This design comes from an exercise in tuning for small area, a short achievable clock period and few clock cycles on the open sky130 flow, not from production work.
Function was checked by simulation only, so behaviour that the tests miss may differ from the original.
Power and IR drop assume default switching activity.

## flow/design.v

```verilog
package exec_pkg;
  typedef logic [7:0] op_t;
  localparam op_t IS_ADD    = 8'h00;
  localparam op_t IS_SUB    = 8'h01;
  localparam op_t IS_AND    = 8'h02;
  localparam op_t IS_OR     = 8'h03;
  localparam op_t IS_XOR    = 8'h04;
  localparam op_t IS_SLL    = 8'h05;
  localparam op_t IS_SRL    = 8'h06;
  localparam op_t IS_SRA    = 8'h07;
  localparam op_t IS_SLT    = 8'h08;
  localparam op_t IS_SLTU   = 8'h09;
  localparam op_t IS_ADDI   = 8'h10;
  localparam op_t IS_ANDI   = 8'h11;
  localparam op_t IS_ORI    = 8'h12;
  localparam op_t IS_XORI   = 8'h13;
  localparam op_t IS_SLLI   = 8'h14;
  localparam op_t IS_SRLI   = 8'h15;
  localparam op_t IS_SRAI   = 8'h16;
  localparam op_t IS_SLTI   = 8'h17;
  localparam op_t IS_SLTIU  = 8'h18;
  localparam op_t IS_LUI    = 8'h20;
  localparam op_t IS_AUIPC  = 8'h21;
  localparam op_t IS_JAL    = 8'h22;
  localparam op_t IS_JALR   = 8'h23;
  localparam op_t IS_LOAD   = 8'h24;
  localparam op_t IS_BEQ    = 8'h30;
  localparam op_t IS_BNE    = 8'h31;
  localparam op_t IS_BLT    = 8'h32;
  localparam op_t IS_BGE    = 8'h33;
  localparam op_t IS_BLTU   = 8'h34;
  localparam op_t IS_BGEU   = 8'h35;
  localparam op_t IS_MUL    = 8'h40;
  localparam op_t IS_MULH   = 8'h41;
  localparam op_t IS_MULHSU = 8'h42;
  localparam op_t IS_MULHU  = 8'h43;
  localparam op_t IS_DIV    = 8'h44;
  localparam op_t IS_DIVU   = 8'h45;
  localparam op_t IS_REM    = 8'h46;
  localparam op_t IS_REMU   = 8'h47;
  typedef enum logic [1:0] {StIdle, StBusy, StDone} state_e;
endpackage
module exec_lzc32 (
  input  logic [31:0] x,
  output logic [5:0]  lz
);
  always_comb begin
    lz = 6'd32;
    for (int i = 0; i < 32; i++) begin
      if (x[i]) lz = 6'(31 - i);
    end
  end
endmodule
module exec_add #(
  parameter int unsigned W = 32
) (
  input  logic [W-1:0] a,
  input  logic [W-1:0] b,
  input  logic         cin,
  output logic [W-1:0] sum,
  output logic         cout,
  output logic [W-1:0] p,
  output logic [W-1:0] g
);
  localparam int unsigned L = $clog2(W);
  logic [W-1:0] gl [0:L];
  logic [W-1:0] pl [0:L];
  always_comb begin
    p = a ^ b;
    g = a & b;
    gl[0] = g;
    pl[0] = p;
    gl[0][0] = g[0] | (p[0] & cin);
    for (int l = 0; l < int'(L); l++) begin
      for (int i = 0; i < int'(W); i++) begin
        if (((i >> l) & 1) == 1) begin
          gl[l+1][i] = gl[l][i] | (pl[l][i] & gl[l][((i >> l) << l) - 1]);
          pl[l+1][i] = pl[l][i] & pl[l][((i >> l) << l) - 1];
        end else begin
          gl[l+1][i] = gl[l][i];
          pl[l+1][i] = pl[l][i];
        end
      end
    end
    sum[0] = p[0] ^ cin;
    for (int i = 1; i < int'(W); i++) sum[i] = p[i] ^ gl[L][i-1];
    cout = gl[L][W-1];
  end
endmodule
module exec_unit_mc #(
  parameter int unsigned WIDTH            = 32,
  parameter int unsigned INSTR_TYPE_WIDTH = 8,
  parameter int unsigned MUL_STEP         = 2,
  parameter int unsigned TAG_WIDTH        = 5
) (
  input  logic                        clk,
  input  logic                        reset,
  input  logic                        flush,
  input  logic                        in_valid,
  output logic                        in_ready,
  input  logic [INSTR_TYPE_WIDTH-1:0] instr_type,
  input  logic [WIDTH-1:0]            pc,
  input  logic [WIDTH-1:0]            rs1,
  input  logic [WIDTH-1:0]            rs2,
  input  logic [WIDTH-1:0]            imm,
  input  logic [TAG_WIDTH-1:0]        in_tag,
  output logic                        out_valid,
  input  logic                        out_ready,
  output logic [WIDTH-1:0]            result,
  output logic                        is_taken,
  output logic [TAG_WIDTH-1:0]        out_tag
);
  logic n_addsub, n_sub, n_immb, n_jalr, n_and, n_or, n_xor, n_sll, n_srl, n_sra;
  logic n_slt, n_sltu, n_lui, n_tgt, n_jmp, n_br, n_mul, n_mhi, n_msa, n_msb;
  logic n_div, n_rem, n_dsg;
  always_comb begin
    n_addsub = 1'b0; n_sub = 1'b0; n_immb = 1'b0; n_jalr = 1'b0;
    n_and = 1'b0; n_or = 1'b0; n_xor = 1'b0; n_sll = 1'b0; n_srl = 1'b0; n_sra = 1'b0;
    n_slt = 1'b0; n_sltu = 1'b0; n_lui = 1'b0; n_tgt = 1'b0; n_jmp = 1'b0; n_br = 1'b0;
    n_mul = 1'b0; n_mhi = 1'b0; n_msa = 1'b0; n_msb = 1'b0;
    n_div = 1'b0; n_rem = 1'b0; n_dsg = 1'b0;
    case (instr_type)
      exec_pkg::IS_ADD:    n_addsub = 1'b1;
      exec_pkg::IS_SUB:    begin n_addsub = 1'b1; n_sub = 1'b1; end
      exec_pkg::IS_AND:    n_and = 1'b1;
      exec_pkg::IS_OR:     n_or = 1'b1;
      exec_pkg::IS_XOR:    n_xor = 1'b1;
      exec_pkg::IS_SLL:    n_sll = 1'b1;
      exec_pkg::IS_SRL:    n_srl = 1'b1;
      exec_pkg::IS_SRA:    n_sra = 1'b1;
      exec_pkg::IS_SLT:    begin n_slt = 1'b1; n_sub = 1'b1; end
      exec_pkg::IS_SLTU:   begin n_sltu = 1'b1; n_sub = 1'b1; end
      exec_pkg::IS_ADDI:   begin n_addsub = 1'b1; n_immb = 1'b1; end
      exec_pkg::IS_ANDI:   begin n_and = 1'b1; n_immb = 1'b1; end
      exec_pkg::IS_ORI:    begin n_or = 1'b1; n_immb = 1'b1; end
      exec_pkg::IS_XORI:   begin n_xor = 1'b1; n_immb = 1'b1; end
      exec_pkg::IS_SLLI:   begin n_sll = 1'b1; n_immb = 1'b1; end
      exec_pkg::IS_SRLI:   begin n_srl = 1'b1; n_immb = 1'b1; end
      exec_pkg::IS_SRAI:   begin n_sra = 1'b1; n_immb = 1'b1; end
      exec_pkg::IS_SLTI:   begin n_slt = 1'b1; n_sub = 1'b1; n_immb = 1'b1; end
      exec_pkg::IS_SLTIU:  begin n_sltu = 1'b1; n_sub = 1'b1; n_immb = 1'b1; end
      exec_pkg::IS_LUI:    n_lui = 1'b1;
      exec_pkg::IS_AUIPC:  n_tgt = 1'b1;
      exec_pkg::IS_JAL:    begin n_tgt = 1'b1; n_jmp = 1'b1; end
      exec_pkg::IS_JALR:   begin n_addsub = 1'b1; n_immb = 1'b1; n_jalr = 1'b1; n_jmp = 1'b1; end
      exec_pkg::IS_LOAD:   begin n_addsub = 1'b1; n_immb = 1'b1; end
      exec_pkg::IS_BEQ, exec_pkg::IS_BNE, exec_pkg::IS_BLT, exec_pkg::IS_BGE,
      exec_pkg::IS_BLTU, exec_pkg::IS_BGEU: begin n_tgt = 1'b1; n_br = 1'b1; n_sub = 1'b1; end
      exec_pkg::IS_MUL:    begin n_mul = 1'b1; n_msa = 1'b1; n_msb = 1'b1; end
      exec_pkg::IS_MULH:   begin n_mul = 1'b1; n_mhi = 1'b1; n_msa = 1'b1; n_msb = 1'b1; end
      exec_pkg::IS_MULHSU: begin n_mul = 1'b1; n_mhi = 1'b1; n_msa = 1'b1; end
      exec_pkg::IS_MULHU:  begin n_mul = 1'b1; n_mhi = 1'b1; end
      exec_pkg::IS_DIV:    begin n_div = 1'b1; n_dsg = 1'b1; end
      exec_pkg::IS_DIVU:   n_div = 1'b1;
      exec_pkg::IS_REM:    begin n_div = 1'b1; n_rem = 1'b1; n_dsg = 1'b1; end
      exec_pkg::IS_REMU:   begin n_div = 1'b1; n_rem = 1'b1; end
      default: ;
    endcase
  end
  logic        s_exe;     
  logic        s_mit;     
  logic        s_mfin;    
  logic        s_d0;      
  logic        s_dit;     
  logic        s_dfin;    
  logic        s_dtriv;   
  logic        v_q, last_q, ov_q;
  logic [31:0] x_q, y_q, z_q;
  logic [33:0] h_q;
  logic [4:0]  tag_q, cnt_q, sh_q;
  logic        dneg_q, dz_q, qdir_q;
  logic        mbig_q, px_q, py_q;   
  logic [2:0]  bc_q;
  logic        c_bz, c_za, c_sub, c_mz;   
  logic        c_amh, c_ext;              
  logic        c_cin;                     
  logic        sa_q, sb_q;                
  logic [9:0]  b_q;                       
  logic        c_msg;                     
  logic        f_addsub, f_immb, f_jalr, f_and, f_or, f_xor, f_sll, f_srl, f_sra;
  logic        f_slt, f_sltu, f_lui, f_tgt, f_jmp, f_br, f_mul, f_mhi, f_msa, f_msb;
  logic        f_rem, f_dsg;
  logic [31:0] ores_q;
  logic        otk_q;
  logic [4:0]  otag_q;
  logic ld, push, hold;
  assign hold     = ov_q && !out_ready;
  assign ld       = (!v_q || last_q) && !hold;
  assign push     = v_q && last_q && !hold;
  assign in_ready = ld;
  logic        sa, sb, alu_cout;
  logic [31:0] aop, bop, bx, alu_sum;
  assign sa       = sa_q;
  assign sb       = sb_q;
  assign bop      = c_bz ? z_q : y_q;
  assign aop      = c_za ? 32'd0 : x_q;
  assign bx       = bop ^ {32{c_sub}};
  logic [31:0] alu_p, alu_g;
  exec_add #(.W(32)) u_alu (.a(aop), .b(bx), .cin(c_cin), .sum(alu_sum), .cout(alu_cout),
                            .p(alu_p), .g(alu_g));
  logic lt_s, lt_u, eq, br_cond;
  assign lt_u = !alu_cout;
  assign lt_s = (x_q[31] ^ bop[31]) ? x_q[31] : alu_sum[31];
  assign eq   = &alu_p;   
  always_comb begin
    case (bc_q)
      3'd0:    br_cond = eq;
      3'd1:    br_cond = !eq;
      3'd2:    br_cond = lt_s;
      3'd3:    br_cond = !lt_s;
      3'd4:    br_cond = lt_u;
      default: br_cond = !lt_u;
    endcase
  end
  logic        one0, two0, neg0, one1, two1, neg1, one2, two2, neg2, m_ext;
  logic [31:0] mop;
  logic [34:0] a35, mag0, mag1, mag2, pp0, pp1, pp2;
  logic [39:0] am, p0x, p1x, p2x, s1, c1, s2, c2, mp_sum;
  logic        mp_co;
  assign mop   = c_mz ? z_q : x_q;
  assign m_ext = c_ext && x_q[31];
  assign a35   = {{3{m_ext}}, mop};
  assign one0  = b_q[0];
  assign two0  = b_q[1];
  assign neg0  = b_q[2];
  assign one1  = b_q[3];
  assign two1  = b_q[4];
  assign neg1  = b_q[5];
  assign one2  = b_q[6];
  assign two2  = b_q[7];
  assign neg2  = b_q[8];
  function automatic logic [9:0] booth3(input logic [5:0] d, input logic dm1);
    logic [6:0] e;
    e = {d, dm1};
    for (int k = 0; k < 3; k++) begin
      booth3[3*k]   = e[2*k+1] ^ e[2*k];
      booth3[3*k+1] = (e[2*k+2] && !e[2*k+1] && !e[2*k]) || (!e[2*k+2] && e[2*k+1] && e[2*k]);
      booth3[3*k+2] = e[2*k+2];
    end
    booth3[9] = d[1];
  endfunction
  assign mag0   = one0 ? a35 : (two0 ? {a35[33:0], 1'b0} : 35'd0);
  assign mag1   = one1 ? a35 : (two1 ? {a35[33:0], 1'b0} : 35'd0);
  assign mag2   = one2 ? a35 : (two2 ? {a35[33:0], 1'b0} : 35'd0);
  assign pp0    = mag0 ^ {35{neg0}};
  assign pp1    = mag1 ^ {35{neg1}};
  assign pp2    = mag2 ^ {35{neg2}};
  assign am     = c_amh ? {{6{h_q[33]}}, h_q} : 40'd0;
  assign p0x    = {{5{pp0[34]}}, pp0};
  assign p1x    = {{3{pp1[34]}}, pp1, neg1, neg1};
  assign p2x    = {pp2[34], pp2, {4{neg2}}};
  assign s1     = am ^ p0x ^ p1x;
  assign c1     = {((am[38:0] & p0x[38:0]) | (am[38:0] & p1x[38:0]) | (p0x[38:0] & p1x[38:0])), b_q[9]};
  assign s2     = s1 ^ c1 ^ p2x;
  assign c2     = {((s1[38:0] & c1[38:0]) | (s1[38:0] & p2x[38:0]) | (c1[38:0] & p2x[38:0])), neg1};
  logic [39:0] mp_p, mp_g;
  exec_add #(.W(40)) u_mpa (.a(s2), .b(c2), .cin(neg2), .sum(mp_sum), .cout(mp_co),
                            .p(mp_p), .g(mp_g));
  logic [31:0] s2_sum, s2_p, s2_g, dv_r;
  logic        s2_co, ge1, ge2, ge3, dq1, dq0;
  exec_add #(.W(32)) u_sub2 (.a(x_q), .b(~{z_q[30:0], 1'b0}), .cin(1'b1), .sum(s2_sum), .cout(s2_co),
                             .p(s2_p), .g(s2_g));
  assign ge1  = alu_cout;
  assign ge2  = !z_q[31] && s2_co;
  assign ge3  = !mp_sum[39];
  assign dq1  = ge2;
  assign dq0  = ge3 || (ge1 && !ge2);
  assign dv_r = ge3 ? mp_sum[31:0] : (ge2 ? s2_sum : (ge1 ? alu_sum : x_q));
  logic        n_sa, n_sb, n_sx, n_sy, n_dz, n_px, n_py, n_triv;
  logic [31:0] n_va, n_vx, n_vy;
  logic [5:0]  lzx, lzy;
  assign n_sa = n_dsg && rs1[31];
  assign n_sb = n_dsg && rs2[31];
  assign n_sy = ((n_mul && n_msb) || n_dsg) && rs2[31];
  assign n_sx = ((n_mul && n_msa) || n_dsg) && rs1[31];
  assign n_va = rs1 ^ {32{n_sa}};
  assign n_vx = rs1 ^ {32{n_sx}};
  assign n_vy = rs2 ^ {32{n_sy}};
  exec_lzc32 u_lzx (.x(n_vx), .lz(lzx));
  exec_lzc32 u_lzy (.x(n_vy), .lz(lzy));
  assign n_px = n_sa && (((n_va >> 1) & ~n_va) == 32'd0);
  assign n_py = n_sb && (((n_vy >> 1) & ~n_vy) == 32'd0);
  assign n_dz = (rs2 == 32'd0);
  function automatic logic [31:0] smear(input logic [31:0] v);
    logic [31:0] t;
    t = v | (v >> 1);
    t = t | (t >> 2);
    t = t | (t >> 4);
    t = t | (t >> 8);
    t = t | (t >> 16);
    smear = t;
  endfunction
  logic [31:0] tx, ty;
  assign tx = smear(n_vx);
  assign ty = smear(n_vy);
  logic       m_one, m_big, n_swap;
  logic [4:0] mta, mtb, mt;   
  logic [2:0] mcm1;           
  assign mta    = {tx[29], tx[23], tx[17], tx[11], tx[5]};
  assign mtb    = {ty[29], ty[23], ty[17], ty[11], ty[5]};
  assign n_swap = n_mul && n_mhi && (|(mtb & ~mta));
  assign mt     = n_swap ? mta : mtb;
  assign m_one  = !mt[0];
  assign m_big  = mt[4];
  always_comb begin
    mcm1 = 3'd0;
    for (int k = 0; k < 5; k++) if (mt[k]) mcm1 = 3'(k + 1);
  end
  logic [32:0] ta, tb;
  assign ta     = n_px ? {tx, 1'b1} : {1'b0, tx};
  assign tb     = n_py ? {ty, 1'b1} : {1'b0, ty};
  assign n_triv = n_dz || (|(tb & ~ta));
  logic [4:0] dk;
  assign dk = cnt_q - sh_q + {4'd0, px_q} - {4'd0, py_q};
  logic [31:0] xrev, arev, fun, funrev;
  logic [33:0] sv;
  logic [65:0] sw, sw_sh;
  always_comb begin
    for (int i = 0; i < 32; i++) xrev[i] = x_q[31 - i];
    for (int i = 0; i < 32; i++) arev[i] = alu_sum[31 - i];
  end
  always_comb begin
    if (s_mfin)     sv = h_q;
    else if (s_d0)  sv = {2'b00, arev};
    else if (f_sll) sv = {2'b00, xrev};
    else            sv = {{2{f_sra && x_q[31]}}, x_q};
  end
  assign sw    = {{32{sv[33]}}, sv};
  assign sw_sh = sw >> (s_d0 ? {dk[4:1], 1'b0} : sh_q);
  assign fun   = sw_sh[31:0];
  always_comb begin
    for (int i = 0; i < 32; i++) funrev[i] = fun[31 - i];
  end
  logic [31:0] res;
  logic        res_tk;
  always_comb begin
    res = 32'd0;
    if (s_exe) begin
      if (f_addsub) res = res | {alu_sum[31:1], alu_sum[0] && !f_jalr};
      if (f_and)    res = res | alu_g;
      if (f_or)     res = res | (alu_p | alu_g);
      if (f_xor)    res = res | alu_p;
      if (f_slt)    res = res | {31'd0, lt_s};
      if (f_sltu)   res = res | {31'd0, lt_u};
      if (f_lui)    res = res | z_q;
      if (f_tgt)    res = res | mp_sum[31:0];
      if (f_srl || f_sra) res = res | fun;
      if (f_sll)    res = res | funrev;
    end
    if (s_mfin)  res = res | fun;
    if (s_mit)   res = res | (f_mhi ? mp_sum[33:2] : {mp_sum[1:0], y_q[31:6], y_q[5:2]});
    if (s_dfin)  res = res | (f_rem ? mp_sum[31:0] : alu_sum);
    if (s_dit)   res = res | {y_q[29:0], dq1, dq0};
    if (s_dtriv) res = res | (f_rem ? (x_q ^ {32{sa}}) : {32{dz_q}});
  end
  assign res_tk = s_exe && (f_jmp || (f_br && br_cond));
  logic v_n, last_n, ov_n;
  always_comb begin
    v_n    = v_q;
    last_n = last_q;
    ov_n   = ov_q;
    if (reset) begin
      v_n    = 1'b0;
      last_n = 1'b0;
      ov_n   = 1'b0;
    end else if (flush) begin
      v_n    = 1'b0;
      ov_n   = 1'b0;
    end else begin
      if (ld) begin
        v_n    = in_valid;
        last_n = !(n_mul || n_div) || (n_div && n_triv);
      end else if (v_q && !last_q) begin
        if (s_mit)      last_n = (cnt_q == (mbig_q ? 5'd1 : 5'd0));
        else if (s_d0)  last_n = (dk[4:1] == 4'd0) && !f_rem && !(sa ^ sb);
        else if (s_dit) last_n = qdir_q ? (cnt_q == 5'd1) : (cnt_q == 5'd0);
      end
      ov_n = hold || push;
    end
  end
  always_ff @(posedge clk) begin
    v_q    <= v_n;
    last_q <= last_n;
    ov_q   <= ov_n;
  end
  always_ff @(posedge clk) begin
    if (ld) begin
      x_q     <= n_swap ? rs2 : n_va;
      y_q     <= n_swap ? rs1 : (rs2 ^ {32{n_sb}});
      sa_q    <= n_sa;
      sb_q    <= n_sb;
      cnt_q   <= n_mul ? (n_mhi ? {2'b00, mcm1} : 5'd5) : lzy[4:0];
      px_q    <= n_px;
      py_q    <= n_py;
      c_msg   <= n_swap ? n_msa : n_msb;
      mbig_q  <= m_big || !n_mhi;
      c_cin   <= n_div ? (n_dsg && rs2[31]) : n_sub;
      h_q     <= {2'b00, pc};
      z_q     <= imm;
      tag_q   <= in_tag;
      s_exe   <= !(n_mul || n_div);
      s_mit   <= n_mul;
      s_mfin  <= 1'b0;
      s_d0    <= n_div && !n_triv;
      s_dit   <= 1'b0;
      s_dfin  <= 1'b0;
      s_dtriv <= n_div && n_triv;
      dz_q    <= n_dz;
      bc_q    <= instr_type[2:0];
      c_bz    <= n_immb;
      c_za    <= n_div;
      c_sub   <= !n_div && n_sub;
      c_mz    <= n_tgt;
      c_amh   <= n_tgt;
      c_ext   <= n_mul && (n_swap ? n_msb : n_msa);
      b_q     <= n_mul ? booth3(n_swap ? rs1[5:0] : rs2[5:0], 1'b0) : {n_dsg && rs1[31], 9'b000000001};
      sh_q    <= n_div ? lzx[4:0] : (n_mul ? (5'd26 - {mcm1, 1'b0} - {1'b0, mcm1, 2'b00}) : (n_immb ? imm[4:0] : rs2[4:0]));
      f_addsub <= n_addsub; f_immb <= n_immb; f_jalr <= n_jalr;
      f_and <= n_and; f_or <= n_or; f_xor <= n_xor;
      f_sll <= n_sll; f_srl <= n_srl; f_sra <= n_sra;
      f_slt <= n_slt; f_sltu <= n_sltu; f_lui <= n_lui; f_tgt <= n_tgt; f_jmp <= n_jmp;
      f_br <= n_br; f_mul <= n_mul; f_mhi <= n_mhi; f_msa <= n_msa; f_msb <= n_msb;
      f_rem <= n_rem; f_dsg <= n_dsg;
    end else if (v_q && !last_q) begin
      if (s_mit) begin
        h_q    <= mp_sum[39:6];
        y_q    <= {mp_sum[5:0], y_q[31:6]};
        c_amh  <= 1'b1;
        b_q    <= booth3((mbig_q && cnt_q == 5'd1) ? {{4{c_msg && y_q[7]}}, y_q[7:6]} : y_q[11:6], y_q[5]);
        cnt_q  <= cnt_q - 5'd1;
        if (cnt_q == 5'd0) begin s_mit <= 1'b0; s_mfin <= 1'b1; end
      end
      if (s_d0) begin
        cnt_q  <= {1'b0, dk[4:1]};
        x_q    <= mp_sum[31:0];      
        h_q    <= {2'b00, mp_sum[31:0]};
        z_q    <= funrev;            
        y_q    <= 32'd0;
        dneg_q <= f_rem ? sa : (sa ^ sb);
        qdir_q <= !f_rem && !(sa ^ sb);
        s_d0   <= 1'b0;
        s_dit  <= 1'b1;
        c_bz   <= 1'b1;
        c_za   <= 1'b0;
        c_sub  <= 1'b1;
        c_cin  <= 1'b1;
        c_mz   <= 1'b1;
        c_amh  <= 1'b1;
        b_q    <= 10'b0000101001;   
      end
      if (s_dit) begin
        x_q   <= dv_r;
        h_q   <= {2'b00, dv_r};
        z_q   <= {2'b00, z_q[31:2]};
        y_q   <= {y_q[29:0], dq1, dq0};
        cnt_q <= cnt_q - 5'd1;
        if (cnt_q == 5'd0) begin
          s_dit  <= 1'b0;
          s_dfin <= !qdir_q;
          c_bz   <= 1'b0;
          c_za   <= 1'b1;
          c_sub  <= dneg_q;
          c_cin  <= dneg_q;
          c_mz   <= 1'b0;
          c_amh  <= 1'b0;
          b_q    <= {dneg_q, 6'b000000, dneg_q, 2'b01};
        end
      end
    end
  end
  always_ff @(posedge clk) begin
    if (!hold) begin
      ores_q <= res;
      otk_q  <= res_tk;
      otag_q <= tag_q;
    end
  end
  assign out_valid = ov_q;
  assign result    = ores_q;
  assign is_taken  = otk_q;
  assign out_tag   = otag_q;
endmodule
```

## flow/run.sh

```bash
#!/bin/bash
# synth_recipe.tcl (not shown) runs the flow's synth.tcl, then flattens the netlist and writes it again
# the make line also repeats each setting of config.mk as NAME=value (left out here)
make -C /OpenROAD-flow-scripts/flow DESIGN_CONFIG=/design/flow/config.mk WORK_HOME=/design/flow/orfs CLKGATE_MAP_FILE= SYNTH_SCRIPT=/design/flow/synth_recipe.tcl finish
```

## flow/config.mk

```make
export PLATFORM = sky130hd
export DESIGN_NAME = exec_unit_mc
export DESIGN_NICKNAME = exec_unit_mc
export VERILOG_FILES = /design/flow/design.v
export SDC_FILE = /design/flow/constraint.sdc
export NUM_CORES = 4
export LEC_CHECK = 0
export CAP_MARGIN = 30
export CORE_MARGIN = 2
export CORE_UTILIZATION = 40
export SETUP_SLACK_MARGIN = 4.0
export SLEW_MARGIN = 30
export TNS_END_PERCENT = 10
```

## flow/constraint.sdc

```tcl
create_clock -name core_clock -period 10.0 [get_ports {clk}]
set_input_delay 2.0000 -clock core_clock [delete_from_list [all_inputs] [get_ports {clk}]]
set_output_delay 2.0000 -clock core_clock [all_outputs]
set_load 0.01 [all_outputs]
```

==> impl_results.md, run 1 <==
- I/O Buffers: approximately 190
- Worst path max stage delay: 0.60 ns
- Largest net degree at the start of global routing: 125
- Worst VDD drop: 0.111 mV
- Synth Warn #: 8
- Root buffer cell: clkbuf_16
- Antenna violations before repair: 15
- CTS Hold Bufs: 0
- Worst Reg2Reg Path Length in Cells: 25
- Peak Freq: 0.157 GHz
- Final WS setup: 3.64 ns
- # IOs: 186
- First-pass GRT wire length: ~270000 um
- Synth Instances: 4469
- Hold Path Depth: 0
- Post-route ant nets: 0
- Synth cell types: 95
- Met2 Use GR: approximately 61%
- CP Launch Type: register
- Reg-to-Reg Start: c_mz
- TNS Setup: 0 ns
- Final Hold Vio Count: 0
- Sink Count: 238
- Die W: 298 um
- CTS buffer count: 35
- Max-cap violations: 0
- Most frequent cells in the layout: 431 x nand2_1, 325 x inv_1, 323 x a21oi_1
- Final net count: 4924
- Vias in the first global route: around 36000
- Total grt overflow: 0
- Worst skew pair latency: ~0.59 ns
- FP Rows: 107
- Synthesized Nets: 4857
- Worst Setup SP: c_mz
- Actual slew at the worst max-slew pin: 1.14 ns
- Synthesized flop and latch total: between 200 and 250
- Grt met3 use: 10.8%
- Drt first pass iters: 8
- Die footprint: 88800 um2
- Clock Skews: approximately 0.028 ns
- CTS clk-pin slew, worst paths: ~0.060 ns
- Most used routing layer: met2
- Total Routing Usage GR: 41.2%
- Critical path arrival: 6.67 ns
- Routed WL: 191000 um
- Hold Path Origin: tag_q[0]
- RSZ-0062 raised after global routing: yes
- DR iter-0 viols: roughly 6000
- LEAKAGE: 16.1 nW
- Asr flop ratio synth: 0%
- Pins Over Slew Limit: 0
- Hpwl dp: 138000 um
- Tmin final: 6.36 ns
- Min-Delay Path Class: register to register
- Count of final setup violators: 0
- GR Layer Usage met1: 49.4%
- RePlAce Congestion: about 1.1
- Placeable Area: 85400 um2
- Worst Path Class, Setup: register to register
- Starting density of the core: 40.5%
- Vias per inst: 6.82
- Share of cells above drive strength 1: 12.3%
- Sequential fraction of the synthesis area: 20.4%
- Clock buffer depth: 3
- EDFF count, synth: 230
- WL/cell: 33.5 um
- Mean post-synth cell area: 7.73 um2
- CP endpoint kind: register
- Status: finished clean
- CTS tree: built
- Pre-CTS setup slack: 1.11 ns
- Commonest register cell after synthesis: edfxtp_1
- DRC: 0
- DR vias: 38900
- Slowest-stage cell, CP: fa_1
- Area Growth Syn to Fin: 17.4%
- Fin crit share: 63.6%
- Crit-path max FO: 5
- Die span in y: 298 um
- Most common cell after layout, fill and taps aside: nand2_1
- H-tree lvl count: 2
- Synth Cell Area: 34600 um2
- Slew Limit Headroom: 23.4%
- Critical Path RT: between 10 and 15 ns
- Power Dens Cells: 147 nW/um2
-- area by class of cell --
type,instances,area [um2]
tap,1144,1430
inverter,335,1260
antenna,6,15.0
clock buffer,42,923
fill,8591,44800
timing repair buffer,388,3660
clock inverter,19,272
multi-input combinational,3538,26000
sequential,238,7070
-- Yosys cell counts, types with 50 or more instances --
master    count  share of area [%]
nand3_1      78                1.1
a211oi_1     50                1.1
nand2b_1     81                1.5
xnor2_1     278                7.0
and2_1       56                1.0
fa_1         93                5.4
clkbuf_1    296                3.2
ha_1        149                5.4
edfxtp_1    230                 20
nand2_1     433                4.7
nor3_1       80                1.2
xor2_1       55                1.4
inv_1       333                3.6
o21ai_0     327                4.7
a21oi_1     342                5.0
a22oi_1     130                2.8
a21o_1       57                1.2
a221oi_1     84                2.1
o211ai_1     72                1.6
mux2_2       74                2.4
mux2i_1     170                4.9
nor2_1      329                3.6
-- what timing repair did --
action / CTS / global route
setup buffers: 51 / 27
endpoints found under the setup margin: 181 / 127
gates cloned: 4 / 3
pin swaps: 41 / 37
gates resized for setup: 167 / 131
-- final timing paths --
kind / end / slack (ns)
worst min-delay path: otag_q[0] / 0.42
worst min register to register: otag_q[0] / 0.42
worst max register to register: ores_q[31] / 3.64
worst max-delay path: ores_q[31] / 3.64
-- sequential cells by signal, indices dropped and copies added (netlist names), 3 cells and up --
register,count
b_q,10
bc_q,3
cnt_q,5
h_q,34
ores_q,32
otag_q,5
sh_q,5
tag_q,5
x_q,32
y_q,32
z_q,32
-- critical path, delay by kind of cell (launching register included) --
| family | cells | cell delay, ns |
|---|---|---|
| AO/OA/AOI/OAI | 11 | 2.12 |
| XOR/XNOR | 2 | 0.48 |
| adder cells (fa/ha/maj) | 4 | 1.73 |
| buffers and inverters | 6 | 0.74 |
| flip-flops | 1 | 0.50 |
| multiplexers | 2 | 0.49 |
-- metal layers --
metal	share of wire [%]	vias up
met5	0.027	-
met4	11	6
met3	12	954
met2	42	3143
met1	35	18500
li1	-	16400
-- cells by family (layout without fill, tap and decap cells) --
kind of cell | Yosys count | after routing | synth area share [%]
compound gates | 1459 | 1460 | 28.1
xor+xnor | 333 | 333 | 8.44
fa+ha+maj | 243 | 243 | 10.8
buf+inv | 695 | 784 | 7.68
flops | 238 | 238 | 20.4
mux | 247 | 247 | 7.53
other cells | 0 | 6 | 0
simple gates | 1254 | 1255 | 17.0
-- where the power goes --
part	switching, mW	internal (mW)	total, mW	leakage (nW)
sequential	0.221	1.24	1.46	2.55
combinational	2.02	1.11	3.13	13.0
clock	0.547	0.816	1.36	0.562
-- per-stage QoR --
step	total power [mW]	hold WS, ns	area (um2)	cells	util (%)
final	5.96	0.418	40600	5710	47.5
after global routing	6.10	0.424	40600	5704	47.5
after CTS	5.67	0.418	39800	5672	46.6
after detailed placement	4.25	0.406	37500	5556	43.9
after global placement	4.24	0.400	37400	5555	43.8
after floorplan	3.04	0.400	34600	4469	-
Testbench counts, summed over its fixed seeds: cycles 8,274.
==> run 2: changes to the inputs <==
--- a/flow/config.mk
+++ b/flow/config.mk
@@ -8,6 +8,6 @@
 export CAP_MARGIN = 30
 export CORE_MARGIN = 2
 export CORE_UTILIZATION = 40
-export SETUP_SLACK_MARGIN = 4.0
+export SETUP_SLACK_MARGIN = 5
 export SLEW_MARGIN = 30
-export TNS_END_PERCENT = 10
+export TNS_END_PERCENT = 0
==> run 2 against run 1 <==
Compared with the run above:
- still clean on timing, DRC and antenna
- final cell count is 0.32% lower
- first-iteration DRC count is 4.8% lower
- clock power hardly changed
- critical path type is now input pin to register
- largest cell class unchanged
- highest routed layer unchanged
==> impl_results.md, run 2 <==
- Reg power frac: 24.6% (about the same)
- Synth cell types: 95 (unchanged)
- CTS buffer count: 34 (-2.9%)
- Crit-path max FO: 77 (+72)
- RePlAce Congestion: 1.03 (-1.9%)
- Status: finished clean
- LEAKAGE: 15.7 nW (-2.9%)
- Biggest register: h_q
- Placeable Area: 85400 um2 (unchanged)
- Most common cell after layout, fill and taps aside: nand2_1
- CTS Hold Bufs: 0 (unchanged)
- Die W: 298 um (unchanged)
- Tmin final: 6.40 ns (+0.0449 ns)
- Clock buffer depth: 3 (unchanged)
- Asr flop ratio synth: 0% (unchanged)
- Starting density of the core: 40.5% (unchanged)
- Core Util, Final: 46.8% (-0.75 points)
- Top-area cell type share of the netlist area: 20.0% (unchanged)
- FP Rows: 107 (unchanged)
- CP endpoint kind: register
- Largest net degree at the start of global routing: 78 (-38%)
- Area Growth Syn to Fin: 15.6%
- Synth cell count leaders: 433 x nand2_1, 342 x a21oi_1, 333 x inv_1
- Final net count: 4902 (-0.45%)
- Mean post-synth cell area: 7.73 um2 (unchanged)
- CP Launch Type: input pin
- Total grt overflow: 0 (unchanged)
- Worst Path Class, Setup: input pin to register
- Sequential fraction of the synthesis area: 20.4% (unchanged)
- Max FFs per register: 34 (unchanged)
- Synth Instances: 4469 (unchanged)
- Cells after DPL: 5570 (+0.25%)
- RSZ-0062 raised after global routing: yes
- Peak Freq: 0.156 GHz (-0.70%)
- Combinational fraction of design power: 52.3% (-0.3 points)
- Fin crit share: 64.0% (+0.45 points)
- Sw Pwr: 2.76 mW (-0.87%)
- Total Routing Usage GR: 41.4% (+0.26 points)
- Vias in the first global route: 36100 (+0.40%)
- Synth Cell Area: 34600 um2 (unchanged)
- Final Total Pwr: 5.87 mW (-1.5%)
- Hpwl dp: 138000 um (+0.20%)
- Pins Over Slew Limit: 0 (unchanged)
- Synthesized flop and latch total: 238 (unchanged)
- Min-Delay Path Class: register to register
- Switch share: 47.0% (+0.28 points)
- WL/cell: 33.4 um (-0.34%)
- Die footprint: 88800 um2 (unchanged)
- TNS Setup: 0 ns (unchanged)
- Sink Count: 238 (unchanged)
- Worst VDD drop: 0.115 mV (+3.6%)
- Final WS setup: 3.60 ns (-0.0449 ns)
- Antenna violations before repair: 22 (+7)
- CTS tree: built
- Pre-CTS setup slack: 2.17 ns (+1.06 ns)
- I/O Buffers: 185 (unchanged)
- DR vias: 38500 (-1.2%)
- Clock power share: 23.1% (+0.2 points)
- Vias per inst: 6.76 (-0.88%)
- Count of final setup violators: 0 (unchanged)
- Most common cell in the synthesized netlist: nand2_1
- Most frequent cells in the layout: 432 x nand2_1, 334 x a21oi_1, 329 x inv_1
- Routed WL: 190000 um (-0.66%)
- Area leader, netlist: edfxtp_1
- Pint: 3.11 mW (-2.0%)
- Commonest register cell after synthesis: edfxtp_1
- Critical Path RT: 10.43 ns (+0.12 ns)
- EDFF count, synth: 230 (unchanged)
- Max-cap violations: 0 (unchanged)
- Power Dens Cells: 147 nW/um2 (+0.12%)
- CTS clk-pin slew, worst paths: 0.06 ns (about the same)
- Worst skew pair latency: 0.60 ns (about the same)
- Critical path arrival: 6.83 ns (+0.16 ns)
- Synthesized Nets: 4857 (unchanged)
- Clock Skews: 0.0381 ns (+0.0106 ns)
- Slew Limit Headroom: 22.6% (-0.85 points)
- Die span in y: 298 um (unchanged)
- Actual slew at the worst max-slew pin: 1.16 ns (+0.0170 ns)
- DRC: 0 (unchanged)
- Drt first pass iters: 9 (+1)
- Synth Warn #: 8 (unchanged)
- Non-filler cells, final: 5692 (-0.32%)
- DR iter-0 viols: 5687 (-4.8%)
- Synth area leaders: edfxtp_1 20%, xnor2_1 7.0%, ha_1 5.4%
- Share of cells above drive strength 1: 10.4% (-1.9 points)
- First-pass GRT wire length: 268000 um (+0.43%)
- Post-route ant nets: 0 (unchanged)
- H-tree lvl count: 2 (unchanged)
- Final Hold Vio Count: 0 (unchanged)
- Root buffer cell: clkbuf_16
- # IOs: 186 (unchanged)
==> run 2: worst max-delay path, cell delays in order <==
cell             delay (ns)
clkdlybuf4s50_1        0.86
or3_1                  0.64
o41ai_4                0.39
nand2_2                0.21
or3_4                  0.49
a21boi_4               0.17
o31ai_4                0.28
buf_12                 0.16
buf_4                  0.12
buf_6                  0.47
nor2_1                 0.09
a211oi_1               0.63
a21oi_1                0.14
o21ai_0                0.12
==> run 2: cells by family after synthesis <==
| logic type | synth area share [%] |
|---|---|
| AO/OA/AOI/OAI | 28.1 |
| AND/OR/NAND/NOR | 17.0 |
| buffers and inverters | 7.68 |
| XOR/XNOR | 8.44 |
| multiplexers | 7.53 |
| adder cells (fa/ha/maj) | 10.8 |
| flip-flops | 20.4 |
==> run 2: power groups by stage <==
stage / Sequential (mW) / Clock, mW / Combinational, mW
floorplan: 1.36 / 0 / 1.69
global placement: 1.45 / 0 / 2.80
detailed placement: 1.45 / 0 / 2.81
CTS: 1.42 / 1.35 / 2.89
global route: 1.43 / 1.39 / 3.21
finish: 1.44 / 1.36 / 3.07
==> run 2: stage by stage <==
stage,hold WS (ns),area (um2)
finish,0.418,39900
global placement,0.400,37600
global route,0.419,39900
floorplan,0.400,34700
detailed placement,0.407,37700
CTS,0.417,39700
==> run 2: timing repair <==
| action | in CTS | in global routing |
|---|---|---|
| pin swaps | 21 | 11 |
| cloned | 3 | 1 |
| endpoints found under the setup margin | 232 | 220 |
| buffers inserted | 40 | 7 |
| resized for setup | 113 | 15 |
==> run 2: per-layer routing <==
layer  wire (um)  vias to the layer above  global-route usage, %  part of all wire, %
met5          72                        -                  0.216                0.038
met4       21100                       10                   36.6                   11
met3       22000                      912                   11.1                   12
met2       79400                     3006                   61.5                   42
met1       67300                    18200                   49.3                   35
li1            -                    16300                      -                    -
==> run 2: final timing paths <==
path / startpoint / end / slack (ns) / cells after the start
worst max-delay path: rs2[27] / x_q[15] / 3.60 / 14
worst min-delay path: tag_q[3] / otag_q[3] / 0.42 / 0
worst max register to register: y_q[0] / ores_q[26] / 3.65 / 23
worst min register to register: tag_q[3] / otag_q[3] / 0.42 / 0
==> run 2: final cells by class <==
class | instances | area (um2)
Antenna cell | 9 | 22.5
Fill cell | 8541 | 45500
Tap cell | 1144 | 1430
Clock buffer | 43 | 946
Clock inverter | 18 | 250
Inverter | 335 | 1280
Sequential cell | 238 | 7070
Multi-Input combinational cell | 3538 | 25600
Timing Repair Buffer | 367 | 3390

port drivers added, routing unchanged:
The results above use ideal ports. As a check the final layouts listed here were re-extracted and re-timed, cells and wires unchanged.
Step 1 (the two cells are an assumption about what drives the block):
set clk [get_ports {clk}]
set_driving_cell -lib_cell sky130_fd_sc_hd__clkbuf_16 $clk
set_driving_cell -lib_cell sky130_fd_sc_hd__buf_2 [delete_from_list [all_inputs] $clk]
Step 2 times the ports against the registers' clock, not the clock port: input delays grow and output delays shrink by t, the midpoint of the rising clock arrivals with the driver on.
a / b / c = no drivers / after step 1 / after step 2; a / b = the first two.
| run | shift t [ns] | setup slack, ns | worst setup path after step 2 |
|---|---|---|---|
| run 1 | 0.643 | 3.643 / 3.643 / 3.213 | input to register |
| run 2 | 0.652 | 3.598 / 3.642 / 2.990 | input to register |
After both steps setup and hold are still met in every run listed. For run 2, which loses most, drivers alone change the setup slack by +0.044 ns; drivers and shift together by -0.608 ns.
